This is an optimization exercise on Yosys and OpenROAD, whose aim is small area, a short achievable clock period and few clock cycles per item, not a production implementation.
At most, simulation tests tie the RTL to the original design; equivalence was not proved.
Only the layout flow was run in runs 1 to 3; the RTL was not checked for function there.
No activity file was given, so power comes from the tool's default toggle rates.

## design/flow/design.v

```verilog
`timescale 1ns/1ns
module huff_top
(
  input  logic       clk,
  input  logic       rst,
  input  logic       sym_req,
  input  logic [3:0] sym,
  output logic       sym_ack,
  output logic       table_start,
  output logic       table_valid,
  output logic       table_bit,
  output logic       table_done
);
  localparam logic [8:0] WMAX = 9'h1FF;         
  localparam logic [1:0] M_INIT = 2'd0;         
  localparam logic [1:0] M_COLL = 2'd1;         
  localparam logic [1:0] M_WAIT = 2'd2;         
  localparam logic [1:0] M_BLD  = 2'd3;         
  logic [1:0] mode;
  logic [3:0] p;                                
  logic       first;                            
  logic       last_p;                           
  logic [3:0] rnd;                              
  logic [7:0] blk;                              
  logic       take;
  logic       wrdy;                             
  logic       fin;                              
  logic       merged;                           
  logic [3:0] symq;                             
  logic       tq;                               
  assign last_p = (p == 4'd9);
  assign take   = sym_req & ~sym_ack & (mode == M_COLL);
  assign merged = (mode == M_BLD) & (rnd != 4'd0);
  logic [8:0] w  [10];                          
  logic [2:0] sm [10];                          
  logic [3:0] n;                                
  logic [3:0] n2;                               
  logic [2:0] sm_n2;
  logic [2:0] smq;                              
  assign n  = last_p ? 4'd0 : p + 4'd1;
  always_comb
  begin
    sm_n2 = '0;
    for (int i = 0; i < 10; i++)
      if (n2 == 4'(i))
        sm_n2 = sm[i];
  end
  logic [8:0] best_w, sec_w, sum_r;
  logic [3:0] best_i, sec_i, a_r, b_r;
  logic [8:0] sumv;
  logic [8:0] xd;                               
  logic       lt_b, lt_s;
  logic       mod_en;                           
  logic [3:0] a_e, b_e;
  assign sumv   = best_w + sec_w;               
  assign xd     = ~(first & merged) ? w[0] :
                  (best_i == 4'd0) ? WMAX : ((sec_i == 4'd0) ? sumv : w[0]);
  assign lt_b   = (w[0] <= best_w);             
  assign lt_s   = (w[0] <= sec_w);
  assign mod_en = merged & ~last_p;
  assign a_e    = first ? best_i : a_r;
  assign b_e    = first ? sec_i : b_r;
  always_ff @(posedge clk)
  begin
    for (int i = 0; i < 8; i++)
      w[i+1] <= w[i+2];
    w[9] <= ((mode == M_INIT) || (mode == M_BLD && rnd == 4'd8)) ? 9'd0 : xd;
    if (mode == M_INIT)
      w[0] <= 9'd0;
    else if (mod_en && n == a_e)
      w[0] <= WMAX;
    else if (mod_en && n == b_e)
      w[0] <= first ? sumv : sum_r;
    else
      w[0] <= w[1] + {6'd0, smq};
    smq  <= (mode == M_INIT) ? 3'd0 : sm_n2;
    for (int i = 0; i < 10; i++)
      sm[i] <= ((n2 == 4'(i)) ? 3'd0 : sm[i]) + {2'd0, tq && (symq == 4'(i))};
    symq <= sym;
    tq   <= take;
    if (first)
    begin
      best_w <= xd;
      best_i <= p;
      sec_w  <= WMAX;
      sum_r  <= sumv;                           
      a_r    <= best_i;
      b_r    <= sec_i;
    end
    else if (lt_b)
    begin
      best_w <= w[0];
      best_i <= p;
      sec_w  <= best_w;
      sec_i  <= best_i;
    end
    else if (lt_s)
    begin
      sec_w <= w[0];
      sec_i <= p;
    end
  end
  logic [7:0] rec [9];                          
  logic [3:0] q;                                
  logic [3:0] ra, rb;
  assign ra = rec[0][7:4];
  assign rb = rec[0][3:0];
  always_ff @(posedge clk)
  begin
    for (int i = 0; i < 8; i++)
      rec[i] <= rec[i+1];
    rec[8] <= (first && (merged || fin)) ? {best_i, sec_i} : rec[0];
  end
  localparam logic [1:0] E_IDLE = 2'd0;
  localparam logic [1:0] E_SYNC = 2'd1;         
  localparam logic [1:0] E_WALK = 2'd2;         
  localparam logic [1:0] E_EMIT = 2'd3;         
  logic [1:0] est;
  logic [3:0] dig;
  logic [3:0] s;                                
  logic [9:0] code;                             
  logic       last_bit;
  assign last_bit = (code[9:1] == 9'd1);
  always_ff @(posedge clk)
  begin
    case (est)
      E_WALK:
        if (s == ra)
        begin
          code <= {code[8:0], 1'b0};
          s    <= rb;
        end
        else if (s == rb)
          code <= {code[8:0], 1'b1};
      E_EMIT:
      begin
        code <= {1'b0, code[9:1]};
        if (last_bit)
        begin
          dig <= dig + 4'd1;
          s   <= dig + 4'd1;
        end
      end
      default:
        ;
    endcase
    if (fin)
    begin
      dig  <= '0;
      s    <= '0;
      code <= 10'd1;
    end
  end
  always_ff @(posedge clk or negedge rst)
  begin
    if (!rst)
    begin
      mode        <= M_INIT;
      p           <= '0;
      n2          <= 4'd2;
      first       <= 1'b1;
      rnd         <= '0;
      blk         <= '0;
      wrdy        <= 1'b0;
      fin         <= 1'b0;
      sym_ack     <= 1'b0;
      q           <= '0;
      est         <= E_IDLE;
      table_start <= 1'b0;
      table_valid <= 1'b0;
      table_bit   <= 1'b0;
      table_done  <= 1'b0;
    end
    else
    begin
      p       <= n;
      n2      <= (n2 == 4'd9) ? 4'd0 : n2 + 4'd1;
      first   <= last_p;
      sym_ack <= sym_req & (sym_ack | (mode == M_COLL));
      if (tq)
        blk <= blk + 8'd1;
      fin <= 1'b0;
      case (mode)
        M_INIT:
          if (last_p)
            mode <= M_COLL;
        M_COLL:
          if (tq && blk == 8'd255)
            mode <= M_WAIT;
        M_WAIT:
          if (p == 4'd8)
            wrdy <= 1'b1;
          else if (last_p && wrdy)
          begin
            wrdy <= 1'b0;
            mode <= M_BLD;
            rnd  <= '0;
          end
        default:
          if (last_p)
          begin
            rnd <= rnd + 4'd1;
            if (rnd == 4'd8)
            begin
              mode <= M_COLL;
              fin  <= 1'b1;
            end
          end
      endcase
      q <= (fin || q == 4'd8) ? 4'd0 : q + 4'd1;
      table_start <= 1'b0;
      table_valid <= 1'b0;
      table_bit   <= 1'b0;
      table_done  <= 1'b0;
      case (est)
        E_IDLE:
          ;
        E_SYNC:
          if (dig == 4'd10)
          begin
            table_done <= 1'b1;
            est        <= E_IDLE;
          end
          else if (q == 4'd8)
            est <= E_WALK;
        E_WALK:
          if (q == 4'd8)
            est <= E_EMIT;
        default:
        begin
          table_valid <= 1'b1;
          table_bit   <= code[0];
          if (last_bit)
            est <= (q == 4'd8 && dig != 4'd9) ? E_WALK : E_SYNC;
        end
      endcase
      if (fin)
      begin
        table_start <= 1'b1;
        est         <= E_WALK;
      end
    end
  end
endmodule
```

## design/flow/run.sh

```bash
#!/bin/bash
# synth_recipe.tcl (not shown) runs the flow's synth.tcl, then flattens the netlist and writes it again
# the make line also repeats each setting of config.mk as NAME=value (left out here)
make -C /OpenROAD-flow-scripts/flow DESIGN_CONFIG=/design/flow/config.mk WORK_HOME=/design/flow/orfs CLKGATE_MAP_FILE= SYNTH_SCRIPT=/design/flow/synth_recipe.tcl finish
```

## design/flow/config.mk

```make
export PLATFORM = sky130hd
export DESIGN_NAME = huff_top
export DESIGN_NICKNAME = huff_top
export VERILOG_FILES = /design/flow/design.v
export SDC_FILE = /design/flow/constraint.sdc
export NUM_CORES = 4
export LEC_CHECK = 0
export CAP_MARGIN = 20
export CORE_MARGIN = 2
export CORE_UTILIZATION = 40
export CTS_BUF_LIST = sky130_fd_sc_hd__clkbuf_8
export CTS_CLUSTER_DIAMETER = 45
export CTS_CLUSTER_SIZE = 24
export PLACE_DENSITY = 0.6
export SETUP_SLACK_MARGIN = 2.7
export SLEW_MARGIN = 20
```

## design/flow/constraint.sdc

```tcl
create_clock -name core_clock -period 5.0 [get_ports {clk}]
set_input_delay 1.0000 -clock core_clock [delete_from_list [all_inputs] [get_ports {clk}]]
set_output_delay 1.0000 -clock core_clock [all_outputs]
set_load 0.01 [all_outputs]
```

==> flow_metrics.env, run 1 <==
export IMPL_status="no timing/DRC/antenna violations"
export IMPL_critPathLaunch="best_w[0]$_DFFE_PP_"
export IMPL_drtIter0Drc=256
export IMPL_diodes=0
export IMPL_initial_utilization=0.404
export IMPL_final_setup_worst_slack_ps=2720
export IMPL_drv_cap=0
export IMPL_timing_final_crit_share=0.457
export IMPL_synth_fa_ha_area_frac=0.0811
export IMPL_synth_top_family_by_area="simple AND/OR/NAND/NOR gates"
export IMPL_max_slew_margin_rel=0.387
export IMPL_synth_edf_count=17
export IMPL_synth_mux_area_frac=0.0681
export IMPL_required_ps=5360
export IMPL_path_clk_slew_ps=110
export IMPL_ant_nets=0
export IMPL_cts_path_max_buffers=3
export IMPL_root_buffer="clkbuf_8"
export IMPL_dieArea_mm2=0.0284
export IMPL_grt_pass1_wl_um=32000
export IMPL_yosys_area_share_simple=0.118
export IMPL_vias=6471
export IMPL_antenna_found_initial=0
export IMPL_synth_async_sr_flop_share=0.121
export IMPL_cts_tree="built"
export IMPL_ys_seq_elements=297
export IMPL_p_per_area_mw_per_mm2=452
export IMPL_die_h_um=169
export IMPL_p_total_mw=5.68
export IMPL_globalplace_congestion=0.783
export IMPL_r2r_slack_ps=2720
export IMPL_grt_overflow=0
export IMPL_detailedPlace_worstSlack_ps=2180
export IMPL_die_width_um=169
export IMPL_synth_cells=927
export IMPL_cts_made_buffers=31
export IMPL_num_nets_final=1048
export IMPL_place_detailed_hpwl_um=12600
export IMPL_first_pass_iters=4
export IMPL_finalClockSkew_ps=16.4
export IMPL_report_final_slew_viol_count=0
export IMPL_fmax_mhz=438
export IMPL_ys_top_cells_by_area="dfxtp_1, dfrtp_1, ha_1"
export IMPL_via_per_inst=4.84
export IMPL_crit_path_end_kind="flip-flop"
export IMPL_htreeDepth=1
export IMPL_reg2reg_depth=9
export IMPL_final_core_util=0.469
export IMPL_synth_seq_area_share=0.581
export IMPL_hold_viol=0
export IMPL_area_growth_pct=16.1
export IMPL_path_class="flip-flop to flip-flop"
export IMPL_track_usage=0.137
export IMPL_hp_start="rec[8][7]$_DFF_P_"
export IMPL_grt_max_degree=37
export IMPL_synth_area_mm2=0.0108
export IMPL_postCtsHoldBufs=0
export IMPL_ios=12
export IMPL_holdCritPathClass="flip-flop to flip-flop"
export IMPL_synth_top_area_share=0.451
export IMPL_port_buffers=11
export IMPL_critPathLaunchType="flip-flop"
export IMPL_clk_latency_ps=610
export IMPL_synth_top_area_cell="dfxtp_1"
export IMPL_yosysWarnings=4
export IMPL_routed_wl_um=19100
export IMPL_grt_pass1_vias=6382
export IMPL_critical_path_arrival_ps=2650
export IMPL_worst_slew_pin_slew_ps=919
export IMPL_post_synth_cell_area_avg_um2=11.7
export IMPL_synth_compound_area_share=0.0790
export IMPL_vdd_drop_max_mv=0.227
export IMPL_fin_crit_ps=2280
export IMPL_cts_sinks=297
export IMPL_fp_coreArea_mm2=0.0268
export IMPL_syn_num_nets=1003
export IMPL_fp_row_count=60
export IMPL_setup_tns_ps=0
export IMPL_drc=0
export IMPL_drive_gt1_frac=0.166
export IMPL_grt_setup_unrepaired="true"
export IMPL_place_inst=1252
export IMPL_setup_viol=0
export IMPL_synth_xor_area_share=0.0418
export IMPL_synth_ff_type="dfxtp_1"
export IMPL_power_leakage_nw=5.19
export IMPL_cp_max_fo=2
export IMPL_hold_depth=0
export IMPL_timing_rr_start="best_w[0]$_DFFE_PP_"
export IMPL_final_cells=1337
export IMPL_wl_per_cell_um=14.3
export IMPL_synth_cell_type_count=73
where the power goes:
group          total (mW)  switching [mW]  internal [mW]
Sequential           2.74           0.117           2.62
Clock                1.96            1.03          0.927
Combinational       0.991           0.525          0.466
Total                5.68            1.67           4.01
cells in the final DEF, fill, tap and decap left out, types with 5 or more instances in the layout:
cell,count
nand2b_1,20
ha_1,63
inv_12,7
mux2_2,20
o21ai_0,15
mux2i_1,30
edfxtp_1,17
a211oi_1,11
buf_4,21
mux4_2,5
a21o_1,5
a311oi_1,10
nor2b_1,22
nor2_1,62
inv_1,50
nand4_1,9
nor4b_1,9
and2_1,11
a21oi_1,33
xnor2_1,39
nor3_1,25
clkbuf_8,33
xor2_1,7
dfrtp_1,32
clkdlybuf4s50_1,5
dfxtp_1,243
o21ai_1,9
nand3_1,13
nand2_1,34
o21a_1,7
cells by family (layout without fill, tap and decap cells):
group | Yosys count | after routing
AO/OA/AOI/OAI | 127 | 127
XOR/XNOR | 50 | 50
adder cells (fa/ha/maj) | 69 | 69
buffers and inverters | 81 | 150
flip-flops | 297 | 297
multiplexers | 64 | 64
AND/OR/NAND/NOR | 239 | 239
per-layer routing:
layer,up-vias,part of all wire,track usage
li1,3302,-,-
met5,-,0,0
met2,88,0.44,0.216
met3,47,0.033,0.0231
met1,3034,0.50,0.192
met4,0,0.033,0.0465
final timing paths:
kind / endpoint
max: best_w[8]$_DFFE_PP_
min: rec[7][7]$_DFF_P_
max reg2reg: best_w[8]$_DFFE_PP_
min reg2reg: rec[7][7]$_DFF_P_
max in group asynchronous: n2[0]$_DFF_PN0_
min in group asynchronous: q[3]$_DFF_PN0_
synth_stat cells (12+ instances only):
| library cell | n |
|---|---|
| a211oi_1 | 12 |
| a21oi_1 | 35 |
| clkbuf_1 | 24 |
| dfrtp_1 | 34 |
| dfxtp_1 | 244 |
| edfxtp_1 | 17 |
| ha_1 | 67 |
| inv_1 | 50 |
| mux2_2 | 23 |
| mux2i_1 | 34 |
| nand2_1 | 35 |
| nand2b_1 | 22 |
| nand3_1 | 13 |
| nor2_1 | 62 |
| nor2b_1 | 23 |
| nor3_1 | 25 |
| o21ai_0 | 16 |
| xnor2_1 | 41 |
cell type report:
type / instances / area [um2]
fillers: 2417 / 14200
clock inverters: 24 / 380
multi-input cells: 549 / 4390
inverters: 52 / 195
clock buffers: 33 / 454
repair buffers: 41 / 419
flip-flops and latches: 297 / 6300
well taps: 341 / 427
state kept, by name, summed over array words and instances (netlist names), 8 cells and up:
register  flops
sec_w         9
sum_r         9
sm           30
w            90
best_w        9
blk           8
rec          72
code         10
worst max-delay path, stage by stage, from the launching register on:
cell and delay [ps]:
edfxtp_1 430, ha_4 190, inv_2 50, fa_2 230, nor2b_4 60, o31ai_4 310, a2111oi_4 120, or3_4 350
and2_1 140, o22a_1 170
metrics by stage:
stage | hold slack (ps) | cell area, um2
floorplan | 310 | 10800
global placement | 310 | 11300
detailed placement | 312 | 11300
CTS | 320 | 12400
global route | 316 | 12600
finish | 320 | 12600
what timing repair did:
item	in CTS	in global routing
pin swaps	13	17
gates cloned	2	1
endpoints found under the setup margin	53	56
setup buffers	17	8
resized for setup	29	31
==> run 2, diff against run 1 <==
--- a/design/flow/design.v
+++ b/design/flow/design.v
@@ -31,10 +31,21 @@
   assign last_p = (p == 4'd9);
-  assign take   = sym_req & ~sym_ack & (mode == M_COLL);
+  logic       open_in;                          
+  logic       absorb;                           
+  logic [15:0] full;                            
+  assign open_in = (mode == M_COLL) | merged;
+  assign absorb  = ~merged;
+  assign take    = sym_req & ~sym_ack & open_in & ~full[sym];
   assign merged = (mode == M_BLD) & (rnd != 4'd0);
   logic [8:0] w  [10];                          
-  logic [2:0] sm [10];                          
+  logic [3:0] sm [10];                          
   logic [3:0] n;                                
   logic [3:0] n2;                               
-  logic [2:0] sm_n2;
-  logic [2:0] smq;                              
+  logic [3:0] sm_n2;
+  logic [3:0] smq;                              
+  always_comb
+  begin
+    full = '0;
+    for (int i = 0; i < 10; i++)
+      full[i] = &sm[i];
+  end
   assign n  = last_p ? 4'd0 : p + 4'd1;
@@ -74,6 +85,6 @@
     else
-      w[0] <= w[1] + {6'd0, smq};
-    smq  <= (mode == M_INIT) ? 3'd0 : sm_n2;
+      w[0] <= w[1] + (absorb ? {5'd0, smq} : 9'd0);
+    smq  <= (mode == M_INIT || !absorb) ? 4'd0 : sm_n2;
     for (int i = 0; i < 10; i++)
-      sm[i] <= ((n2 == 4'(i)) ? 3'd0 : sm[i]) + {2'd0, tq && (symq == 4'(i))};
+      sm[i] <= ((absorb && n2 == 4'(i)) ? 4'd0 : sm[i]) + {3'd0, tq && (symq == 4'(i))};
     symq <= sym;
@@ -178,3 +189,3 @@
       first   <= last_p;
-      sym_ack <= sym_req & (sym_ack | (mode == M_COLL));
+      sym_ack <= sym_req & (sym_ack | (open_in & ~full[sym]));
       if (tq)
--- a/design/flow/config.mk
+++ b/design/flow/config.mk
@@ -11,4 +11,4 @@
 export CTS_BUF_LIST = sky130_fd_sc_hd__clkbuf_8
-export CTS_CLUSTER_DIAMETER = 45
-export CTS_CLUSTER_SIZE = 24
+export CTS_CLUSTER_DIAMETER = 50
+export CTS_CLUSTER_SIZE = 16
 export PLACE_DENSITY = 0.6
==> run 2 against run 1 <==
Still clean on timing, DRC and antenna. Register-to-register slack worse by 160 ps. Count of clock-buffer cells in the layout grew 3. Flip-flop and latch count rose by 11. Synthesized cell count rose by 8.7%. Clock skew is 16 ps higher. First-iteration DRC count up 51%. Critical path depth increased by 6. Non-clock buffer count increased by 2. Maximum frequency decreased by 6.7%. Wire length is 9.2% higher. Sequential share of layout area shrank 0.85 points. Worst setup slack worse by 160 ps.
==> flow_metrics.env, run 2 <==
export IMPL_finalClockSkew_ps=32.1
export IMPL_cp_slowest_cell="dfrtp_1"
export IMPL_routed_wl_um=20900
export IMPL_fin_crit_ps=2450
export IMPL_place_area_mm2=0.0119
export IMPL_hold_end="rec[2][6]$_DFF_P_"
export IMPL_clk_latency_ps=540
export IMPL_wl_met1_um=10200
export IMPL_synth_cells=1008
export IMPL_synth_top_area_share=0.447
export IMPL_dieArea_mm2=0.0299
export IMPL_grt_overflow=0
export IMPL_syn_num_nets=1085
export IMPL_setup_viol=0
export IMPL_first_pass_iters=5
export IMPL_track_usage=0.141
export IMPL_holdCritPathClass="flip-flop to flip-flop"
export IMPL_final_setup_worst_slack_ps=2550
export IMPL_fp_row_count=61
export IMPL_path_class="flip-flop to flip-flop"
export IMPL_timing_hold_ws_ps=318
export IMPL_hold_viol=0
export IMPL_synth_ff_type="dfxtp_1"
export IMPL_ys_seq_elements=308
export IMPL_layout_commonest_cell="dfxtp_1"
export IMPL_synth_async_sr_flop_share=0.117
export IMPL_fin_area_mm2=0.0133
export IMPL_netlist_top_cells_count="dfxtp_1, nor2_1, ha_1"
export IMPL_wl_per_cell_um=14.3
export IMPL_initial_utilization=0.409
export IMPL_fmax_mhz=409
export IMPL_regMostFlops="w"
export IMPL_antenna_found_initial=0
export IMPL_ant_nets=0
export IMPL_place_detailed_hpwl_um=14300
export IMPL_wl_met2_um=9340
export IMPL_path_clk_slew_ps=90
export IMPL_place_inst=1376
export IMPL_largest_register_ffs=90
export IMPL_drv_cap=0
export IMPL_synth_edf_count=17
export IMPL_grt_pass1_wl_um=34700
export IMPL_drtIter0Drc=387
export IMPL_p_total_mw=5.38
export IMPL_final_cell_mix="dfxtp_1, nor2_1, ha_1"
export IMPL_highest_layer="met4"
export IMPL_synth_top_area_cell="dfxtp_1"
export IMPL_slowest_delay_ps=390
export IMPL_p_per_area_mw_per_mm2=406
export IMPL_vdd_drop_max_mv=0.186
export IMPL_timing_final_crit_share=0.489
export IMPL_cp_top_family="simple AND/OR/NAND/NOR gates"
export IMPL_crit_path_end_kind="flip-flop"
export IMPL_vias=7133
export IMPL_final_core_util=0.474
export IMPL_reg2reg_depth=15
export IMPL_max_slew_margin_rel=0.401
export IMPL_die_width_um=173
export IMPL_crit_chain="inv_2, ha_4, nand2b_4, o21ai_4, and2_4, ha_4, inv_2, fa_2, nor2b_1, o21ai_1, nand2b_1, nand3_1, xnor2_1, mux2i_1, a21oi_1"
export IMPL_port_buffers=11
export IMPL_globalplace_congestion=0.832
export IMPL_final_cells=1462
export IMPL_detailedPlace_worstSlack_ps=2210
export IMPL_r2r_slack_ps=2550
export IMPL_status="no timing/DRC/antenna violations"
export IMPL_grt_max_degree=37
export IMPL_ys_top_cells_by_area="dfxtp_1, dfrtp_1, ha_1"
export IMPL_ios=12
export IMPL_num_nets_final=1139
export IMPL_worst_slew_pin_slew_ps=899
export IMPL_via_per_inst=4.88
export IMPL_synth_area_mm2=0.0114
export IMPL_report_final_slew_viol_count=0
export IMPL_hp_start="rec[3][6]$_DFF_P_"
export IMPL_grt_pass1_vias=6944
export IMPL_synth_seq_area_share=0.571
export IMPL_cp_max_fo=3
export IMPL_post_synth_cell_area_avg_um2=11.3
export IMPL_cts_sinks=308
export IMPL_power_leakage_nw=5.55
export IMPL_area_growth_pct=16.1
export IMPL_route_met3_wl_um=742
export IMPL_drc=0
export IMPL_cts_made_buffers=34
export IMPL_yosysWarnings=4
export IMPL_reg_top3="w x90, rec x72, sm x40"
export IMPL_required_ps=5420
export IMPL_diodes=0
export IMPL_hold_depth=0
export IMPL_reg2reg_to="w[0][6]$_SDFF_PP0_"
export IMPL_setup_tns_ps=0
export IMPL_drive_gt1_frac=0.178
export IMPL_htreeDepth=2
export IMPL_critical_path_arrival_ps=2870
export IMPL_critPathLaunchType="flip-flop"
export IMPL_root_buffer="clkbuf_8"
export IMPL_synth_cell_type_count=62
export IMPL_cp_num_buf_inv=2
export IMPL_cts_tree="built"
export IMPL_cts_path_max_buffers=3
export IMPL_timing_rr_start="rnd[0]$_DFFE_PN0P_"
export IMPL_yosysMostFrequentCell="dfxtp_1"
export IMPL_die_h_um=173
export IMPL_grt_setup_unrepaired="true"
export IMPL_fp_coreArea_mm2=0.0279
[run 2: changes by cell type in the layout (fill, tap and decap cells not counted), moves of 9 or more]
| cell | previous run | this run |
|---|---|---|
| a22oi_1 | 0 | 10 |
| a311oi_1 | 10 | 1 |
| dfxtp_1 | 243 | 254 |
| mux2i_1 | 30 | 41 |
| nand2_1 | 34 | 49 |
| nand4_1 | 9 | 18 |
| nor3_1 | 25 | 8 |
| o21ai_0 | 15 | 39 |
| xor2_1 | 7 | 20 |
[run 2: cell families (layout without fill, tap and decap cells)]
kind of cell,after synthesis,count (layout),share of synthesized area
buffers and inverters,74,150,0.0255
AO/OA/AOI/OAI,159,159,0.0883
adder cells (fa/ha/maj),70,70,0.0780
AND/OR/NAND/NOR,261,261,0.115
XOR/XNOR,63,63,0.0483
flip-flops,308,308,0.571
multiplexers,73,73,0.0734
[run 2: worst max-delay path by stage]
stage,cells past startpoint,startpoint,to,slack (ps)
6_report,15,rnd[0]$_DFFE_PN0P_,w[0][6]$_SDFF_PP0_,2550
4_1_cts,15,rnd[0]$_DFFE_PN0P_,w[0][6]$_SDFF_PP0_,2560
3_3_place_gp,5,sym[1],tq$_DFF_P_,2290
2_1_floorplan,15,rnd[0]$_DFFE_PN0P_,w[0][6]$_SDFF_PP0_,2610
5_1_grt,15,rnd[0]$_DFFE_PN0P_,w[0][4]$_SDFF_PP0_,2410
3_5_place_dp,11,rnd[0]$_DFFE_PN0P_,sm[1][3]$_DFF_P_,2210
[run 2: report_power, final]
part           internal, mW  leakage (nW)  switching [mW]
clock network         0.789         0.379           0.973
registers              2.71          2.71           0.112
logic                 0.345          2.46           0.451
[run 2: final cells by class]
cell class	count	area, um2
fillers	2536	14700
flip-flops and latches	308	6530
multi-input cells	626	4960
clock buffers	36	495
well taps	378	473
repair buffers	43	374
clock inverters	22	233
inverters	49	186
[run 2: layer usage]
metal / track usage / vias up
met5: 0 / -
met4: 0.0565 / 0
met3: 0.0266 / 44
met2: 0.218 / 106
met1: 0.195 / 3375
li1: - / 3608
[run 2: what timing repair did]
action / in CTS / in global routing
buffers inserted: 13 / 15
pin swaps: 21 / 20
hold buffers: 0 / 0
hold endpoints to repair: 0 / 0
setup endpoints to repair: 88 / 67
gates resized for setup: 39 / 61
[run 2: worst register-to-register path: stages, from the launching register on]
cell      delay (ps)
dfrtp_1          390
inv_2             80
ha_4             140
nand2b_4          60
o21ai_4          210
and2_4           190
ha_4             120
inv_2             30
fa_2             340
nor2b_1          120
o21ai_1           70
nand2b_1         140
nand3_1          100
xnor2_1          140
mux2i_1          150
a21oi_1           80
==> run 3, diff against run 2 <==
--- a/design/flow/config.mk
+++ b/design/flow/config.mk
@@ -7,2 +7,3 @@
 export LEC_CHECK = 0
+export ABC_AREA = 1
 export CAP_MARGIN = 20
==> run 3 against run 2 <==
Wire length up 17%. Maximum frequency up 4.9%. Critical path type unchanged. Hold slack better by 1.5 ps. Count of clock-buffer cells in the layout unchanged. Core utilization down 1.6 points. Critical path depth up 1. Via count up 23%. Still clean on timing, DRC and antenna.
==> flow_metrics.env, run 3 <==
export IMPL_crit_path_end_kind="flip-flop"
export IMPL_reg2reg_to="w[0][8]$_SDFF_PP0_"
export IMPL_synth_seq_area_share=0.539
export IMPL_syn_num_nets=1480
export IMPL_cts_path_max_buffers=3
export IMPL_fin_crit_ps=2330
export IMPL_area_growth_pct=12.7
export IMPL_netlist_top_cells_count="nand2_1, dfxtp_1, inv_1"
export IMPL_post_synth_cell_area_avg_um2=8.62
export IMPL_setup_tns_ps=0
export IMPL_hold_end="rec[7][5]$_DFF_P_"
export IMPL_ant_nets=0
export IMPL_root_buffer="clkbuf_8"
export IMPL_place_detailed_hpwl_um=17200
export IMPL_yosysMostFrequentCell="nand2_1"
export IMPL_path_clk_slew_ps=90
export IMPL_track_usage=0.157
export IMPL_finalClockSkew_ps=26.3
export IMPL_fp_coreArea_mm2=0.0297
export IMPL_die_h_um=178
export IMPL_clk_latency_ps=550
export IMPL_setup_viol=0
export IMPL_cp_slowest_cell="dfrtp_1"
export IMPL_via_per_inst=4.69
export IMPL_globalplace_congestion=0.863
export IMPL_grt_pass1_wl_um=39700
export IMPL_hp_start="rec[8][5]$_DFF_P_"
export IMPL_fillers=2858
export IMPL_drc=0
export IMPL_htreeDepth=2
export IMPL_status="no timing/DRC/antenna violations"
export IMPL_reg2reg_depth=16
export IMPL_timing_rr_start="rnd[0]$_DFFE_PN0P_"
export IMPL_cp_max_fo=5
export IMPL_final_seq_area_mm2=0.00652
export IMPL_cts_made_buffers=34
export IMPL_antenna_found_initial=0
export IMPL_reg_top3="w x90, rec x72, sm x40"
export IMPL_ios=12
export IMPL_synth_top_area_cell="dfxtp_1"
export IMPL_critical_path_arrival_ps=2760
export IMPL_fp_row_count=63
export IMPL_drtIter0Drc=525
export IMPL_num_nets_final=1532
export IMPL_crit_chain="inv_2, ha_4, a21oi_2, buf_6, nor2_4, ha_4, inv_2, fa_2, o21ai_4, nand3_2, nand2_1, nand2_1, nand2_1, nand2_1, nor2_1, nor2_1"
export IMPL_vias=8747
export IMPL_largest_register_ffs=90
export IMPL_power_leakage_nw=6.46
export IMPL_synth_edf_count=17
export IMPL_final_cells=1865
export IMPL_synth_async_sr_flop_share=0.117
export IMPL_postCtsHoldBufs=0
export IMPL_vdd_drop_max_mv=0.228
export IMPL_cts_tree="built"
export IMPL_wl_per_cell_um=13.1
export IMPL_cp_common_cell="nand2_1"
export IMPL_synth_ff_type="dfxtp_1"
export IMPL_place_inst=1785
export IMPL_diodes=0
export IMPL_port_buffers=11
export IMPL_required_ps=5420
export IMPL_synth_cells=1403
export IMPL_regMostFlops="w"
export IMPL_max_slew_margin_rel=0.429
export IMPL_cts_sinks=308
export IMPL_routed_wl_um=24400
export IMPL_synth_cell_type_count=40
export IMPL_critPathLaunchType="flip-flop"
export IMPL_yosysWarnings=4
export IMPL_grt_max_degree=37
export IMPL_hold_viol=0
export IMPL_die_width_um=178
export IMPL_report_final_slew_viol_count=0
export IMPL_layout_commonest_cell="nand2_1"
export IMPL_path_class="flip-flop to flip-flop"
export IMPL_drv_cap=0
export IMPL_worst_slew_pin_slew_ps=857
export IMPL_first_pass_iters=8
export IMPL_ys_seq_elements=308
export IMPL_timing_final_crit_share=0.467
export IMPL_p_total_mw=5.33
export IMPL_hold_depth=0
export IMPL_p_per_area_mw_per_mm2=391
export IMPL_slowest_delay_ps=400
export IMPL_ys_top_cells_by_area="dfxtp_1, nand2_1, dfrtp_1"
export IMPL_multiInputGateArea_mm2=0.00497
export IMPL_dieArea_mm2=0.0316
export IMPL_grt_pass1_vias=8297
export IMPL_synth_area_mm2=0.0121
export IMPL_drive_gt1_frac=0.107
export IMPL_r2r_slack_ps=2670
export IMPL_synth_top_area_share=0.422
export IMPL_fmax_mhz=428
export IMPL_grt_setup_unrepaired="true"
export IMPL_initial_utilization=0.407
export IMPL_final_cell_mix="nand2_1, dfxtp_1, inv_1"
export IMPL_holdCritPathClass="flip-flop to flip-flop"
export IMPL_grt_overflow=0
-- run 3: cells by family after synthesis --
| family | after synthesis | synth area share |
|---|---|---|
| AND/OR/NAND/NOR | 679 | 0.243 |
| flip-flops | 308 | 0.539 |
| buffers and inverters | 201 | 0.0663 |
| AO/OA/AOI/OAI | 96 | 0.0416 |
| adder cells (fa/ha/maj) | 70 | 0.0737 |
| XOR/XNOR | 46 | 0.0333 |
| multiplexers | 3 | 0.00279 |
-- run 3: cell type report --
| class | count | area share |
|---|---|---|
| inverter | 180 | 0.0499 |
| timing repair buffer | 37 | 0.0224 |
| multi-input combinational | 894 | 0.365 |
| tap | 390 | 0.0358 |
| sequential | 308 | 0.479 |
| clock buffer | 36 | 0.0364 |
| clock inverter | 20 | 0.0120 |
-- run 3: worst max path at each step --
stage | from | end | slack (ps) | cells after the start
after floorplan | mode[0]$_DFFE_PN0P_ | w[0][8]$_SDFF_PP0_ | 2710 | 16
after global placement | best_w[8]$_DFFE_PP_ | sec_i[0]$_DFFE_PP_ | 2360 | 8
after detailed placement | best_w[8]$_DFFE_PP_ | sec_i[1]$_DFFE_PP_ | 2250 | 8
after CTS | rnd[1]$_DFFE_PN0P_ | w[0][8]$_SDFF_PP0_ | 2560 | 16
after global routing | mode[0]$_DFFE_PN0P_ | w[0][8]$_SDFF_PP0_ | 2520 | 16
final | rnd[0]$_DFFE_PN0P_ | w[0][8]$_SDFF_PP0_ | 2670 | 16
-- run 3: worst max-delay path, delay by kind of cell, from the launching register on --
kind / cells / cell delay (ps)
simple gates: 8 / 610
compound gates: 2 / 270
flops: 1 / 400
buf+inv: 3 / 250
fa+ha+maj: 3 / 670
-- run 3: report_power, final --
| group | total, mW | internal, mW | switching (mW) |
|---|---|---|---|
| logic | 0.859 | 0.295 | 0.563 |
| registers | 2.82 | 2.71 | 0.116 |
| clock network | 1.65 | 0.716 | 0.935 |
-- run 3: through the flow --
stage,utilization,setup slack [ps],hold WS [ps],instance area [um2]
6_report,0.459,2670,320,13600
5_1_grt,0.459,2520,314,13600
4_1_cts,0.452,2560,307,13400
3_5_place_dp,0.424,2250,312,12600
3_3_place_gp,0.424,2360,310,12600
2_1_floorplan,-,2710,310,12100
-- run 3: routing by layer --
metal / wire length, um / GRT usage / vias to the layer above / part of all wire
met2: 11300 / 0.253 / 149 / 0.46
met1: 11600 / 0.212 / 4013 / 0.48
met3: 1070 / 0.0296 / 34 / 0.044
met5: 0 / 0 / - / 0
met4: 415 / 0.0485 / 0 / 0.017
li1: - / - / 4551 / -
-- run 3: what timing repair did --
item / CTS / global route
pin swaps: 13 / 21
endpoints found under the setup margin: 60 / 41
setup buffers: 13 / 11
gates resized for setup: 34 / 25
==> run 4, diff against run 3 <==
--- a/design/flow/design.v
+++ b/design/flow/design.v
@@ -37,3 +37,2 @@
   assign take    = sym_req & ~sym_ack & open_in & ~full[sym];
-  assign merged = (mode == M_BLD) & (rnd != 4'd0);
   logic [8:0] w  [10];                          
@@ -85,3 +84,3 @@
     else
-      w[0] <= w[1] + (absorb ? {5'd0, smq} : 9'd0);
+      w[0] <= w[1] + {5'd0, smq};                
     smq  <= (mode == M_INIT || !absorb) ? 4'd0 : sm_n2;
@@ -172,2 +171,3 @@
       first       <= 1'b1;
+      merged      <= 1'b0;
       rnd         <= '0;
@@ -187,2 +187,4 @@
       p       <= n;
+      if (mode == M_BLD && last_p)
+        merged <= (rnd != 4'd8);                
       n2      <= (n2 == 4'd9) ? 4'd0 : n2 + 4'd1;
--- a/design/flow/config.mk
+++ b/design/flow/config.mk
@@ -7,3 +7,2 @@
 export LEC_CHECK = 0
-export ABC_AREA = 1
 export CAP_MARGIN = 20
==> run 4 against run 3 <==
Still clean on timing, DRC and antenna. Combinational power rose by 4.0%. Design area shrank 5.3%. Clock power is 4% lower. Non-clock buffer count is 9 lower. Wire length down 14%. Flip-flop and latch count grew 1. Global-route usage is 1.7 points lower. Sequential power barely moved. Maximum frequency fell by 0.44%. Worst setup slack got worse by 10 ps. Core utilization rose by 0.32 points. Largest cell class unchanged.
==> flow_metrics.env, run 4 <==
export IMPL_status="no timing/DRC/antenna violations"
export IMPL_crit_chain="buf_12, mux2_4, buf_6, nor3_2, nor3_1, or4_4, buf_6, a21oi_1"
export IMPL_path_clk_slew_ps=100
export IMPL_dieArea_mm2=0.0299
export IMPL_ys_seq_elements=309
export IMPL_grt_setup_unrepaired="true"
export IMPL_globalplace_congestion=0.804
export IMPL_timing_final_crit_share=0.469
export IMPL_critPathLaunchType="flip-flop"
export IMPL_antenna_found_initial=0
export IMPL_grt_pass1_vias=6762
export IMPL_crit_path_end_kind="flip-flop"
export IMPL_htreeDepth=1
export IMPL_synth_cells=996
export IMPL_required_ps=5510
export IMPL_power_leakage_nw=5.47
export IMPL_fillers=2593
export IMPL_grtUsageMet1=0.187
export IMPL_num_nets_final=1104
export IMPL_ios=12
export IMPL_fmax_mhz=427
export IMPL_synth_top_area_cell="dfxtp_1"
export IMPL_first_pass_iters=4
export IMPL_max_slew_margin_rel=0.431
export IMPL_die_h_um=173
export IMPL_drc=0
export IMPL_p_per_area_mw_per_mm2=411
export IMPL_cp_common_cell="buf_6"
export IMPL_die_width_um=173
export IMPL_cp_max_fo=6
export IMPL_track_usage=0.139
export IMPL_wl_per_cell_um=14.6
export IMPL_final_cells=1424
export IMPL_via_per_inst=4.85
export IMPL_post_synth_cell_area_avg_um2=11.5
export IMPL_grt_overflow=0
export IMPL_area_growth_pct=12.9
export IMPL_reg_top3="w x90, rec x72, sm x40"
export IMPL_place_inst=1359
export IMPL_diodes=0
export IMPL_critical_path_arrival_ps=2850
export IMPL_final_cell_mix="dfxtp_1, ha_1, nor2_1"
export IMPL_synth_area_mm2=0.0114
export IMPL_netlist_top_cells_count="dfxtp_1, ha_1, nor2_1"
export IMPL_setup_tns_ps=0
export IMPL_cts_sinks=309
export IMPL_cts_path_max_buffers=3
export IMPL_port_buffers=11
export IMPL_place_detailed_hpwl_um=14200
export IMPL_routed_wl_um=20900
export IMPL_yosysMostFrequentCell="dfxtp_1"
export IMPL_synth_ff_type="dfxtp_1"
export IMPL_vdd_drop_max_mv=0.227
export IMPL_synth_top_area_share=0.447
export IMPL_finalClockSkew_ps=17.6
export IMPL_final_core_util=0.462
export IMPL_p_total_mw=5.30
export IMPL_drtIter0Drc=275
export IMPL_slowest_delay_ps=670
export IMPL_report_final_slew_viol_count=0
export IMPL_fp_coreArea_mm2=0.0279
export IMPL_ant_nets=0
export IMPL_synth_cell_type_count=62
export IMPL_vias=6910
export IMPL_drive_gt1_frac=0.143
export IMPL_synth_async_sr_flop_share=0.120
export IMPL_timing_hold_ws_ps=314
export IMPL_postCtsHoldBufs=0
export IMPL_syn_num_nets=1072
export IMPL_path_class="flip-flop to flip-flop"
export IMPL_synth_seq_area_share=0.573
export IMPL_largest_register_ffs=90
export IMPL_clk_latency_ps=570
export IMPL_root_buffer="clkbuf_8"
export IMPL_initial_utilization=0.409
export IMPL_regMostFlops="w"
export IMPL_ys_top_cells_by_area="dfxtp_1, dfrtp_1, ha_1"
export IMPL_yosysWarnings=4
export IMPL_worst_slew_pin_slew_ps=854
export IMPL_grt_use_met2=0.231
export IMPL_layout_commonest_cell="dfxtp_1"
export IMPL_drv_cap=0
export IMPL_cp_slowest_cell="dfstp_4"
export IMPL_grt_busiest_layer="met2"
export IMPL_cts_tree="built"
export IMPL_fp_row_count=61
export IMPL_grt_util_met3=0.0218
export IMPL_setup_viol=0
export IMPL_synth_edf_count=17
export IMPL_holdCritPathClass="flip-flop to flip-flop"
export IMPL_grt_pass1_wl_um=34500
export IMPL_cts_made_buffers=28
export IMPL_grt_max_degree=38
export IMPL_hold_viol=0
export IMPL_fin_crit_ps=2340
==> run 4: cell types whose count changed after synthesis, moves of 13 or more <==
cell      previous run  this run
nand4_1             32        19
nand3_1            114        22
inv_1              174        50
xnor2_1             23        41
nor2b_1              0        14
and2_1               0        22
a211oi_1             0        13
nand2_1            353        53
nor2_1             132        57
mux2i_1              0        42
mux2_2               3        28
nor3_1               7        24
nand2b_1             0        13
==> run 4: worst paths after layout <==
| check | startpoint | endpoint | slack [ps] | depth (start not counted) |
|---|---|---|---|---|
| worst max-delay path | first$_DFF_PN1_ | w[0][3]$_SDFF_PP0_ | 2660 | 8 |
| worst min-delay path | w[2][5]$_DFF_P_ | w[1][5]$_DFF_P_ | 310 | 0 |
| worst max register to register | first$_DFF_PN1_ | w[0][3]$_SDFF_PP0_ | 2660 | 8 |
| worst min register to register | w[2][5]$_DFF_P_ | w[1][5]$_DFF_P_ | 310 | 0 |
| max in group asynchronous | rst | n2[0]$_DFF_PN0_ | 3850 | 1 |
| min in group asynchronous | rst | blk[1]$_DFFE_PN0P_ | 520 | 1 |
==> run 4: cell type report <==
class | instances | area (um2) | area share
multi-input cells | 611 | 4810 | 0.373
well taps | 378 | 473 | 0.0367
repair buffers | 28 | 269 | 0.0209
clock inverters | 17 | 176 | 0.0137
clock buffers | 31 | 427 | 0.0331
flip-flops and latches | 309 | 6560 | 0.508
inverters | 50 | 188 | 0.0145
==> run 4: worst max-delay path: cells and delay by family (launching register included) <==
family	cells	cell delay [ps]
AND/OR/NAND/NOR	3	710
flip-flops	1	670
buffers and inverters	3	430
multiplexers	1	320
AO/OA/AOI/OAI	1	130
==> run 4: cells by family (layout without fill, tap and decap cells) <==
group           count (synthesis)  after routing  synth area share
xor+xnor                       60             60            0.0460
flops                         309            309             0.573
fa+ha+maj                      69             69            0.0769
compound gates                144            144            0.0799
buf+inv                        77            126            0.0277
simple gates                  259            260             0.116
mux                            78             78            0.0802
==> run 4: metal layers <==
metal / vias up / share of wire
li1: 3530 / -
met1: 3264 / 0.48
met3: 38 / 0.027
met4: 0 / 0.026
met2: 78 / 0.47
met5: - / 0
==> run 4: through the flow <==
step | worst slack (ps) | cell area, um2
floorplan | 2710 | 11400
CTS | 2600 | 12600
detailed placement | 2040 | 11900
global route | 2590 | 12900
global placement | 2120 | 11900
finish | 2660 | 12900
==> run 4: where the power goes <==
| group | switching [mW] | internal (mW) |
|---|---|---|
| Sequential | 0.113 | 2.71 |
| Clock | 0.871 | 0.705 |
| Combinational | 0.506 | 0.387 |
| Total | 1.49 | 3.81 |
==> run 4: timing repair <==
action / CTS / global route
endpoints found under the setup margin: 66 / 53
pin swaps: 5 / 12
gates cloned: 1 / 0
buffers inserted: 8 / 8
gates resized for setup: 25 / 46
Testbench counts of run 4, summed over its fixed seeds: cycles 36,143, blocks 64.
==> run 5, diff against run 4 <==
--- a/design/flow/config.mk
+++ b/design/flow/config.mk
@@ -7,2 +7,3 @@
 export LEC_CHECK = 0
+export ABC_AREA = 1
 export CAP_MARGIN = 20
==> run 5 against run 4 <==
Worst setup slack gained 120 ps. Sequential power is essentially flat. Maximum frequency grew 5.3%. Via count grew 24%. Largest cell class unchanged. First-iteration DRC count rose by 88%. Wire length rose by 14%. Synthesized cell count rose by 39%. Sequential share of layout area is 1.6 points lower. Largest power group unchanged.
==> flow_metrics.env, run 5 <==
export IMPL_status="no timing/DRC/antenna violations"
export IMPL_grt_overflow=0
export IMPL_largest_register_ffs=90
export IMPL_holdCritPathClass="flip-flop to flip-flop"
export IMPL_reg2reg_to="w[0][8]$_SDFF_PP0_"
export IMPL_setup_tns_ps=0
export IMPL_ys_top_cells_by_area="dfxtp_1, nand2_1, dfrtp_1"
export IMPL_report_final_slew_viol_count=0
export IMPL_die_width_um=177
export IMPL_final_setup_worst_slack_ps=2770
export IMPL_antenna_found_initial=0
export IMPL_die_h_um=177
export IMPL_path_clk_slew_ps=90
export IMPL_diodes=0
export IMPL_critPathLaunch="table_bit$_DFF_PN0_"
export IMPL_wl_per_cell_um=13.0
export IMPL_root_buffer="clkbuf_8"
export IMPL_ant_nets=0
export IMPL_reg2reg_depth=13
export IMPL_layout_commonest_cell="nand2_1"
export IMPL_highest_layer="met4"
export IMPL_cts_tree="built"
export IMPL_cp_top_family="flip-flops"
export IMPL_finalClockSkew_ps=22.9
export IMPL_synth_area_mm2=0.0119
export IMPL_cp_max_fo=1
export IMPL_drive_gt1_frac=0.0770
export IMPL_post_synth_cell_area_avg_um2=8.66
export IMPL_yosysWarnings=4
export IMPL_num_nets_final=1496
export IMPL_synth_top_area_share=0.427
export IMPL_grt_pass1_wl_um=39500
export IMPL_netlist_top_cells_count="nand2_1, dfxtp_1, inv_1"
export IMPL_crit_path_end_kind="output pin"
export IMPL_first_pass_iters=5
export IMPL_hold_viol=0
export IMPL_regMostFlops="w"
export IMPL_area_growth_pct=11.5
export IMPL_critPathLaunchType="flip-flop"
export IMPL_synth_edf_count=17
export IMPL_grt_setup_unrepaired="true"
export IMPL_fp_row_count=63
export IMPL_synth_seq_area_share=0.548
export IMPL_grt_max_degree=38
export IMPL_via_per_inst=4.69
export IMPL_path_class="flip-flop to output pin"
export IMPL_htreeDepth=1
export IMPL_detailedPlace_worstSlack_ps=2090
export IMPL_synth_async_sr_flop_share=0.120
export IMPL_critical_path_arrival_ps=1230
export IMPL_p_per_area_mw_per_mm2=410
export IMPL_slowest_delay_ps=370
export IMPL_cts_made_buffers=31
export IMPL_wl_met1_um=11700
export IMPL_crit_chain="dlygate4sd2_1"
export IMPL_max_slew_margin_rel=0.401
export IMPL_setup_viol=0
export IMPL_worst_slew_pin_slew_ps=899
export IMPL_fp_coreArea_mm2=0.0296
export IMPL_vias=8599
export IMPL_endpoint="table_bit"
export IMPL_drtIter0Drc=516
export IMPL_vdd_drop_max_mv=0.257
export IMPL_route_met3_wl_um=928
export IMPL_wl_met2_um=10600
export IMPL_final_cell_mix="nand2_1, dfxtp_1, inv_1"
export IMPL_track_usage=0.156
export IMPL_drv_cap=0
export IMPL_ios=12
export IMPL_yosysMostFrequentCell="nand2_1"
export IMPL_r2r_slack_ps=2860
export IMPL_timing_final_crit_share=0.445
export IMPL_synth_cell_type_count=39
export IMPL_initial_utilization=0.404
export IMPL_cp_depth=1
export IMPL_grt_pass1_vias=8092
export IMPL_clk_latency_ps=600
export IMPL_dieArea_mm2=0.0313
export IMPL_cp_num_buf_inv=1
export IMPL_required_ps=4000
export IMPL_cts_path_max_buffers=3
export IMPL_reg_top3="w x90, rec x72, sm x40"
export IMPL_routed_wl_um=23800
export IMPL_synth_cells=1380
export IMPL_cts_sinks=309
export IMPL_power_leakage_nw=6.41
export IMPL_globalplace_congestion=0.891
export IMPL_fin_crit_ps=2230
export IMPL_synth_ff_type="dfxtp_1"
export IMPL_synth_top_area_cell="dfxtp_1"
export IMPL_ys_seq_elements=309
export IMPL_syn_num_nets=1456
export IMPL_fmax_mhz=449
export IMPL_port_buffers=11
export IMPL_cp_slowest_cell="dfrtp_1"
export IMPL_place_detailed_hpwl_um=17200
export IMPL_timing_rr_start="sec_w[0]$_SDFFE_PP1P_"
export IMPL_drc=0
==> run 5: cell count changes after synthesis, moves of 21 or more <==
| cell | previous run | this run |
|---|---|---|
| mux2i_1 | 42 | 0 |
| inv_1 | 50 | 176 |
| nand2_1 | 53 | 363 |
| and2_1 | 22 | 0 |
| nand3_1 | 22 | 102 |
| nor2_1 | 57 | 107 |
| mux2_2 | 28 | 3 |
| o21ai_0 | 23 | 44 |
==> run 5: repair_timing <==
| item | CTS | global route |
|---|---|---|
| resized for setup | 15 | 13 |
| hold buffers | 0 | 0 |
| setup buffers | 5 | 6 |
| cloned | 0 | 0 |
| pin swaps | 2 | 1 |
| endpoints found under the setup margin | 55 | 35 |
==> run 5: through the flow <==
step	std cells	instance area (um2)	utilization	power, mW	hold slack [ps]
3_5_place_dp	1766	12500	0.422	3.67	312
4_1_cts	1826	13200	0.447	5.48	331
6_report	1832	13300	0.451	5.46	328
3_3_place_gp	1766	12500	0.422	3.67	310
5_1_grt	1832	13300	0.451	5.77	338
2_1_floorplan	1380	11900	-	3.43	310
==> run 5: per-layer routing <==
layer  vias to the layer above  track usage
met5                         -            0
met1                      3946        0.214
met4                         0       0.0430
met2                       139        0.254
li1                       4473            -
met3                        41       0.0236
==> run 5: worst min-delay path by stage <==
stage	slack (ps)	endpoint	startpoint	cells after the start
2_1_floorplan	310	rec[0][0]$_DFF_P_	rec[1][0]$_DFF_P_	0
3_3_place_gp	310	w[1][1]$_DFF_P_	w[2][1]$_DFF_P_	0
3_5_place_dp	310	rec[4][0]$_DFF_P_	rec[5][0]$_DFF_P_	0
4_1_cts	330	rec[6][2]$_DFF_P_	rec[7][2]$_DFF_P_	0
5_1_grt	340	w[2][8]$_DFF_P_	w[3][8]$_DFF_P_	0
6_report	330	w[4][2]$_DFF_P_	w[5][2]$_DFF_P_	0
==> run 5: area by class of cell <==
type                       count  area, um2
clock buffer                  33        454
multi-input combinational    874       4690
sequential                   309       6550
fill                        2887      16200
clock inverter                22        244
timing repair buffer          23        205
inverter                     181        686
tap                          390        488
==> run 5: kinds of logic after synthesis <==
family          after synthesis  synth area share
compound gates              120            0.0525
mux                           3           0.00283
xor+xnor                     42            0.0308
fa+ha+maj                    69            0.0735
flops                       309             0.548
simple gates                640             0.229
buf+inv                     197            0.0638
==> run 5: power by group <==
group | leakage (nW) | internal [mW] | switching, mW
Sequential | 2.73 | 2.72 | 0.107
Clock | 0.369 | 0.770 | 0.943
Combinational | 3.31 | 0.313 | 0.606
==> run 6, diff against run 5 <==
--- a/design/flow/config.mk
+++ b/design/flow/config.mk
@@ -15,3 +15,3 @@
 export PLACE_DENSITY = 0.6
-export SETUP_SLACK_MARGIN = 2.7
+export SETUP_SLACK_MARGIN = 3.0
 export SLEW_MARGIN = 20
==> run 6 against run 5 <==
Still clean on timing, DRC and antenna. Flip-flop and latch count unchanged. Clock power up 11%. Worst setup slack better by 150 ps. Critical path depth unchanged. Critical endpoint is now sym_ack. Highest routed layer unchanged.
==> flow_metrics.env, run 6 <==
export IMPL_grt_pass1_vias=8287
export IMPL_synth_top_family_by_area="simple AND/OR/NAND/NOR gates"
export IMPL_max_slew_margin_rel=0.421
export IMPL_endpoint="sym_ack"
export IMPL_vias=8895
export IMPL_fin_crit_ps=2080
export IMPL_report_final_slew_viol_count=0
export IMPL_largest_register_ffs=90
export IMPL_via_per_inst=4.76
export IMPL_timing_rr_start="best_w[7]$_DFFE_PP_"
export IMPL_grt_pass1_wl_um=40300
export IMPL_path_clk_slew_ps=90
export IMPL_synth_ff_type="dfxtp_1"
export IMPL_ys_top_cells_by_area="dfxtp_1, nand2_1, dfrtp_1"
export IMPL_yosys_area_share_simple=0.229
export IMPL_synth_cell_type_count=39
export IMPL_reg2reg_depth=10
export IMPL_netlist_top_cells_count="nand2_1, dfxtp_1, inv_1"
export IMPL_timing_hold_ws_ps=327
export IMPL_cp_depth=1
export IMPL_holdCritPathClass="flip-flop to flip-flop"
export IMPL_synth_cells=1380
export IMPL_final_seq_area_mm2=0.00656
export IMPL_synth_xor_area_share=0.0308
export IMPL_port_buffers=11
export IMPL_synth_mux_area_frac=0.00283
export IMPL_crit_chain="buf_2"
export IMPL_drc=0
export IMPL_synth_area_mm2=0.0119
export IMPL_ant_nets=0
export IMPL_synth_top_area_cell="dfxtp_1"
export IMPL_fp_row_count=63
export IMPL_status="no timing/DRC/antenna violations"
export IMPL_cp_num_buf_inv=1
export IMPL_drv_cap=0
export IMPL_drive_gt1_frac=0.168
export IMPL_ys_seq_elements=309
export IMPL_first_pass_iters=5
export IMPL_grt_overflow=0
export IMPL_dieArea_mm2=0.0313
export IMPL_track_usage=0.160
export IMPL_reg_top3="w x90, rec x72, sm x40"
export IMPL_synth_async_sr_flop_share=0.120
export IMPL_ios=12
export IMPL_place_detailed_hpwl_um=17300
export IMPL_area_growth_pct=18.7
export IMPL_synth_edf_count=17
export IMPL_wl_per_cell_um=13.6
export IMPL_slowest_delay_ps=400
export IMPL_finalClockSkew_ps=22.2
export IMPL_post_synth_cell_area_avg_um2=8.66
export IMPL_synth_seq_area_share=0.548
export IMPL_layout_commonest_cell="nand2_1"
export IMPL_root_buffer="clkbuf_8"
export IMPL_cp_max_fo=3
export IMPL_clk_latency_ps=540
export IMPL_htreeDepth=2
export IMPL_worst_slew_pin_slew_ps=868
export IMPL_critical_path_arrival_ps=1080
export IMPL_globalplace_congestion=0.858
export IMPL_die_width_um=177
export IMPL_final_core_util=0.480
export IMPL_crit_path_end_kind="output pin"
export IMPL_cp_slowest_cell="dfrtp_1"
export IMPL_grt_setup_unrepaired="true"
export IMPL_critPathLaunchType="flip-flop"
export IMPL_routed_wl_um=25400
export IMPL_fillers=2827
export IMPL_required_ps=4000
export IMPL_grt_max_degree=38
export IMPL_r2r_slack_ps=3010
export IMPL_syn_num_nets=1456
export IMPL_hold_viol=0
export IMPL_critPathLaunch="sym_ack$_DFF_PN0_"
export IMPL_fp_coreArea_mm2=0.0296
export IMPL_final_cell_mix="nand2_1, dfxtp_1, inv_1"
export IMPL_cts_tree="built"
export IMPL_cts_path_max_buffers=3
export IMPL_yosysMostFrequentCell="nand2_1"
export IMPL_path_class="flip-flop to output pin"
export IMPL_reg2reg_to="sec_w[3]$_SDFFE_PP1P_"
export IMPL_cts_made_buffers=35
export IMPL_regMostFlops="w"
export IMPL_initial_utilization=0.404
export IMPL_postCtsHoldBufs=0
export IMPL_setup_viol=0
export IMPL_yosysWarnings=4
export IMPL_num_nets_final=1533
export IMPL_fmax_mhz=481
export IMPL_antenna_found_initial=0
export IMPL_diodes=0
export IMPL_vdd_drop_max_mv=0.253
export IMPL_synth_compound_area_share=0.0525
export IMPL_drtIter0Drc=461
export IMPL_cts_sinks=309
export IMPL_synth_top_area_share=0.427
export IMPL_p_per_area_mw_per_mm2=419
export IMPL_power_leakage_nw=6.68
export IMPL_cp_top_family="flip-flops"
export IMPL_timing_final_crit_share=0.416
export IMPL_p_total_mw=5.95
export IMPL_multiInputGateArea_mm2=0.00519
export IMPL_die_h_um=177
export IMPL_setup_tns_ps=0
export IMPL_synth_fa_ha_area_frac=0.0735
## run 6: report_power, final
part           switching (mW)  total [mW]  internal [mW]  leakage [nW]
Combinational           0.721        1.20          0.482          3.54
Sequential              0.125        2.84           2.72          2.73
Clock                   0.982        1.90          0.920         0.415
Total                    1.83        5.95           4.12          6.68
## run 6: stage by stage
stage | area, um2 | setup WS [ps] | cells
finish | 14200 | 2920 | 1870
global route | 14200 | 2860 | 1870
CTS | 13500 | 2880 | 1842
detailed placement | 12500 | 2000 | 1766
global placement | 12500 | 2060 | 1766
floorplan | 12000 | 3050 | 1380
## run 6: cells by family (layout without fill, tap and decap cells)
logic type	after synthesis	in the layout
compound gates	120	120
xor+xnor	42	42
fa+ha+maj	69	69
buf+inv	197	294
flops	309	309
mux	3	3
simple gates	640	643
## run 6: what timing repair did
action,CTS,global route
setup endpoints to repair,80,85
setup buffers,14,24
pin swaps,11,39
resized for setup,53,116
gates cloned,2,4
## run 6: worst min path at each step
stage | from | endpoint | slack [ps] | depth (start not counted)
5_1_grt | rec[7][6]$_DFF_P_ | rec[6][6]$_DFF_P_ | 330 | 0
2_1_floorplan | rec[1][0]$_DFF_P_ | rec[0][0]$_DFF_P_ | 310 | 0
3_3_place_gp | w[3][5]$_DFF_P_ | w[2][5]$_DFF_P_ | 310 | 0
3_5_place_dp | rec[4][0]$_DFF_P_ | rec[3][0]$_DFF_P_ | 310 | 0
4_1_cts | w[7][5]$_DFF_P_ | w[6][5]$_DFF_P_ | 330 | 0
6_report | rec[5][1]$_DFF_P_ | rec[4][1]$_DFF_P_ | 330 | 0
## run 6: area by class of cell
type,count,share of cell area
timing repair buffer,52,0.0307
tap,390,0.0344
timing repair inverter,1,0.000618
clock inverter,19,0.0169
sequential,309,0.462
clock buffer,41,0.0398
multi-input combinational,877,0.366
inverter,181,0.0491
## run 6: layer usage
metal  track usage  wire, um  vias up  share of wire
met5             0         0        -              0
met4        0.0551       664        0          0.026
met3        0.0260      1050       48          0.041
met2         0.258     11500      160           0.45
met1         0.217     12200     4148           0.48
li1              -         -     4539              -
==> run 7, diff against run 6 <==
--- a/design/flow/config.mk
+++ b/design/flow/config.mk
@@ -15,3 +15,3 @@
 export PLACE_DENSITY = 0.6
-export SETUP_SLACK_MARGIN = 3.0
+export SETUP_SLACK_MARGIN = 2.9
 export SLEW_MARGIN = 20
==> run 7 against run 6 <==
Global-route usage shrank 0.13 points. Hold slack improved by 2.5 ps. Clock power hardly changed. First-iteration DRC count up 12%. Synthesized area unchanged. Clock skew fell by 0.69 ps. Count of clock-buffer cells in the layout is the same. Critical path depth stayed put. Flip-flop and latch count unchanged. Power decreased by 1.9%. Critical endpoint unchanged. Highest routed layer unchanged.
==> flow_metrics.env, run 7 <==
export IMPL_status="no timing/DRC/antenna violations"
export IMPL_cp_max_fo=3
export IMPL_synth_seq_area_share=0.548
export IMPL_first_pass_iters=5
export IMPL_die_h_um=177
export IMPL_cts_tree="built"
export IMPL_switching_share=0.302
export IMPL_power_frac_seq=0.485
export IMPL_setup_tns_ps=0
export IMPL_largest_register_ffs=90
export IMPL_required_ps=4000
export IMPL_htreeDepth=2
export IMPL_num_nets_final=1515
export IMPL_combPwrFrac=0.189
export IMPL_fin_crit_ps=2080
export IMPL_syn_num_nets=1456
export IMPL_antenna_found_initial=0
export IMPL_fin_area_mm2=0.0137
export IMPL_reg_top3="w x90, rec x72, sm x40"
export IMPL_p_per_area_mw_per_mm2=426
export IMPL_drtIter0Drc=516
export IMPL_cts_made_buffers=35
export IMPL_switching_power_mw=1.76
export IMPL_fmax_mhz=482
export IMPL_final_setup_worst_slack_ps=2920
export IMPL_port_buffers=11
export IMPL_hold_viol=0
export IMPL_final_core_util=0.463
export IMPL_cp_top_family="flip-flops"
export IMPL_synth_async_sr_flop_share=0.120
export IMPL_critPathLaunchType="flip-flop"
export IMPL_fp_row_count=63
export IMPL_initial_utilization=0.404
export IMPL_regMostFlops="w"
export IMPL_final_cell_mix="nand2_1, dfxtp_1, inv_1"
export IMPL_cp_num_buf_inv=1
export IMPL_via_per_inst=4.71
export IMPL_crit_chain="buf_2"
export IMPL_p_total_mw=5.83
export IMPL_post_synth_cell_area_avg_um2=8.66
export IMPL_yosysWarnings=4
export IMPL_hp_start="rec[5][1]$_DFF_P_"
export IMPL_cts_sinks=309
export IMPL_wl_per_cell_um=13.2
export IMPL_vias=8731
export IMPL_synth_top_area_share=0.427
export IMPL_max_slew_margin_rel=0.418
export IMPL_track_usage=0.158
export IMPL_holdCritPathClass="flip-flop to flip-flop"
export IMPL_grt_overflow=0
export IMPL_synth_edf_count=17
export IMPL_synth_area_mm2=0.0119
export IMPL_drv_cap=0
export IMPL_synth_cell_type_count=39
export IMPL_pwr_share_clk=0.326
export IMPL_drive_gt1_frac=0.114
export IMPL_power_leakage_nw=6.55
export IMPL_yosysMostFrequentCell="nand2_1"
export IMPL_layout_commonest_cell="nand2_1"
export IMPL_fp_coreArea_mm2=0.0296
export IMPL_detailedPlace_worstSlack_ps=2000
export IMPL_synth_cells=1380
export IMPL_finalClockSkew_ps=21.5
export IMPL_cts_path_max_buffers=3
export IMPL_area_growth_pct=14.7
export IMPL_grt_pass1_wl_um=40000
export IMPL_ios=12
export IMPL_routed_wl_um=24500
export IMPL_diodes=0
export IMPL_p_int_mw=4.07
export IMPL_dieArea_mm2=0.0313
export IMPL_root_buffer="clkbuf_8"
export IMPL_globalplace_congestion=0.858
export IMPL_report_final_slew_viol_count=0
export IMPL_ys_top_cells_by_area="dfxtp_1, nand2_1, dfrtp_1"
export IMPL_grt_setup_unrepaired="true"
export IMPL_vdd_drop_max_mv=0.258
export IMPL_synth_ff_type="dfxtp_1"
export IMPL_clk_latency_ps=540
export IMPL_critPathLaunch="sym_ack$_DFF_PN0_"
export IMPL_synth_top_area_cell="dfxtp_1"
export IMPL_timing_rr_start="sec_w[4]$_SDFFE_PP1P_"
export IMPL_slowest_delay_ps=400
export IMPL_path_class="flip-flop to output pin"
export IMPL_timing_final_crit_share=0.415
export IMPL_place_area_mm2=0.0125
export IMPL_path_clk_slew_ps=90
export IMPL_setup_viol=0
export IMPL_grt_max_degree=38
export IMPL_critical_path_arrival_ps=1080
export IMPL_postCtsHoldBufs=0
export IMPL_place_inst=1766
export IMPL_cp_slowest_cell="dfrtp_1"
export IMPL_drc=0
export IMPL_crit_path_end_kind="output pin"
export IMPL_netlist_top_cells_count="nand2_1, dfxtp_1, inv_1"
export IMPL_worst_slew_pin_slew_ps=872
export IMPL_final_cells=1852
export IMPL_place_detailed_hpwl_um=17300
export IMPL_die_width_um=177
export IMPL_grt_pass1_vias=8207
export IMPL_timing_hold_ws_ps=330
export IMPL_ant_nets=0
export IMPL_ys_seq_elements=309
-- run 7: cell type report --
type	instances	area, um2
clock buffers	41	564
flip-flops and latches	309	6550
repair buffers	36	300
multi-input cells	876	4860
well taps	390	488
clock inverters	19	240
inverters	181	691
fillers	2883	15900
-- run 7: worst paths after layout --
path                                         end  slack [ps]  cells past startpoint
setup / recovery                         sym_ack        2920                      1
hold / removal                 rec[4][1]$_DFF_P_         330                      0
setup reg to reg              sec_i[0]$_DFFE_PP_        2970                     10
hold reg to reg                rec[4][1]$_DFF_P_         330                      0
max in group asynchronous     merged$_DFFE_PN0P_        3840                      1
min in group asynchronous  table_valid$_DFF_PN0_         570                      1
-- run 7: cell families after synthesis --
logic type	share of synthesized area
xor gates and xnor gates	0.0308
DFF	0.548
AOI/OAI and AO/OA	0.0525
muxes	0.00283
buffers and inverters	0.0638
and+or+nand+nor	0.229
adders and majority gates	0.0735
-- run 7: per-layer routing --
layer | track usage | share of wire | up-vias
li1 | - | - | 4507
met1 | 0.216 | 0.49 | 4033
met2 | 0.255 | 0.45 | 147
met3 | 0.0258 | 0.042 | 44
met4 | 0.0551 | 0.024 | 0
met5 | 0 | 0 | -
-- run 7: worst register-to-register path: stages (launching register included) --
cell and delay, ps:
dfxtp_1 410, inv_1 70, ha_1 350, a21oi_1 190, o21ai_0 120, nand2_1 70, nand3_1 80, nand2_1 120
nor2_4 60, buf_12 140, nor2_4 150
-- run 7: what timing repair did --
item	4_1_cts	5_1_grt
cloned	0	2
setup buffers	5	19
pin swaps	4	13
resized for setup	44	36
setup endpoints to repair	67	69
-- run 7: power by group through the flow --
stage               logic (mW)  registers (mW)  clock network (mW)
floorplan                0.595            2.84                   0
global placement         0.797            2.87                   0
detailed placement       0.810            2.87                   0
CTS                      0.918            2.82                1.97
global route              1.23            2.85                2.07
finish                    1.10            2.83                1.90
==> run 8, diff against run 7 <==
--- a/design/flow/config.mk
+++ b/design/flow/config.mk
@@ -15,3 +15,3 @@
 export PLACE_DENSITY = 0.6
-export SETUP_SLACK_MARGIN = 2.9
+export SETUP_SLACK_MARGIN = 2.8
 export SLEW_MARGIN = 20
==> run 8 against run 7 <==
Still clean. Critical path depth unchanged. Combinational power down 13%. Cell count down 0.97%. Power down 5.8%. Non-clock buffer count down 11. Register-to-register slack worse by 40 ps. Die area unchanged. Core utilization down 1.2 points. Hold slack worse by 2.1 ps. Critical endpoint is now table_valid. Largest cell class unchanged. Largest power group unchanged. Highest routed layer unchanged.
==> flow_metrics.env, run 8 <==
export IMPL_cts_sinks=309
export IMPL_netlist_top_cells_count="nand2_1, dfxtp_1, inv_1"
export IMPL_power_leakage_nw=6.42
export IMPL_final_cell_mix="nand2_1, dfxtp_1, inv_1"
export IMPL_cp_max_fo=1
export IMPL_fin_crit_ps=2110
export IMPL_initial_utilization=0.404
export IMPL_fillers=2886
export IMPL_clk_latency_ps=600
export IMPL_switching_share=0.306
export IMPL_synth_fa_ha_area_frac=0.0735
export IMPL_synth_cells=1380
export IMPL_crit_chain="buf_2"
export IMPL_synth_top_family_by_area="simple AND/OR/NAND/NOR gates"
export IMPL_yosysWarnings=4
export IMPL_die_width_um=177
export IMPL_cts_path_max_buffers=3
export IMPL_via_per_inst=4.70
export IMPL_ys_top_cells_by_area="dfxtp_1, nand2_1, dfrtp_1"
export IMPL_synth_async_sr_flop_share=0.120
export IMPL_synth_cell_type_count=39
export IMPL_p_per_area_mw_per_mm2=411
export IMPL_place_inst=1766
export IMPL_p_int_mw=3.81
export IMPL_ant_nets=0
export IMPL_report_final_slew_viol_count=0
export IMPL_cp_slowest_cell="dfrtp_1"
export IMPL_cp_num_buf_inv=1
export IMPL_setup_tns_ps=0
export IMPL_cts_tree="built"
export IMPL_worst_slew_pin_slew_ps=903
export IMPL_wl_per_cell_um=13.0
export IMPL_die_h_um=177
export IMPL_multiInputGateArea_mm2=0.00473
export IMPL_port_buffers=11
export IMPL_synth_top_area_cell="dfxtp_1"
export IMPL_postCtsHoldBufs=0
export IMPL_first_pass_iters=5
export IMPL_syn_num_nets=1456
export IMPL_synth_compound_area_share=0.0525
export IMPL_switching_power_mw=1.68
export IMPL_drive_gt1_frac=0.0866
export IMPL_fmax_mhz=474
export IMPL_status="no timing/DRC/antenna violations"
export IMPL_hold_depth=0
export IMPL_setup_viol=0
export IMPL_final_cells=1834
export IMPL_regMostFlops="w"
export IMPL_critical_path_arrival_ps=1110
-- run 8: cell counts after synthesis --
No cell type changed its count.
-- run 8: layout make-up --
type | count | share of cell area
clock inverter | 22 | 0.0183
sequential | 309 | 0.491
timing repair buffer | 25 | 0.0142
clock buffer | 33 | 0.0340
tap | 390 | 0.0366
multi-input combinational | 874 | 0.355
inverter | 181 | 0.0516
-- run 8: per-stage QoR --
stage / area (um2) / setup WS, ps / util / power, mW
after floorplan: 11900 / 2900 / - / 3.43
after global placement: 12500 / 2140 / 0.422 / 3.67
after detailed placement: 12500 / 2090 / 0.422 / 3.67
after CTS: 13200 / 2810 / 0.448 / 5.49
after global routing: 13300 / 2770 / 0.452 / 5.80
final: 13300 / 2890 / 0.452 / 5.49
-- run 8: cell families (layout without fill, tap and decap cells) --
group | after synthesis | after routing
AND/OR/NAND/NOR | 640 | 640
flip-flops | 309 | 309
buffers and inverters | 197 | 261
AO/OA/AOI/OAI | 120 | 120
adder cells (fa/ha/maj) | 69 | 69
XOR/XNOR | 42 | 42
multiplexers | 3 | 3
-- run 8: what timing repair did --
item / CTS / global route
setup endpoints to repair: 56 / 62
pin swaps: 2 / 2
setup buffers: 6 / 7
resized for setup: 35 / 16
-- run 8: final timing paths --
check | startpoint | end
max | table_valid$_DFF_PN0_ | table_valid
min | w[5][2]$_DFF_P_ | w[4][2]$_DFF_P_
max reg2reg | best_w[8]$_DFFE_PP_ | sec_i[2]$_DFFE_PP_
min reg2reg | w[5][2]$_DFF_P_ | w[4][2]$_DFF_P_
max in group asynchronous | rst | q[3]$_DFF_PN0_
min in group asynchronous | rst | table_bit$_DFF_PN0_
-- run 8: power by group through the flow --
stage | Clock (mW) | Sequential [mW] | Combinational [mW]
after floorplan | 0 | 2.84 | 0.590
after global placement | 0 | 2.88 | 0.792
after detailed placement | 0 | 2.88 | 0.794
after CTS | 1.78 | 2.82 | 0.890
after global routing | 1.89 | 2.84 | 1.06
final | 1.72 | 2.82 | 0.953
-- run 8: worst reg2reg max path, cell delays in order (launching register included) --
cell,delay (ps)
edfxtp_1,370
inv_1,70
ha_1,300
nand2_1,100
nor2_1,150
nand3b_1,150
nand3_4,220
nand2_4,90
nor2_4,260
nor2_2,100
-- run 8: per-layer routing --
layer	vias up	wire length [um]	global-route usage
li1	4475	-	-
met4	0	520	0.0410
met1	3953	11800	0.215
met3	38	927	0.0228
met2	150	10600	0.256
met5	-	0	0
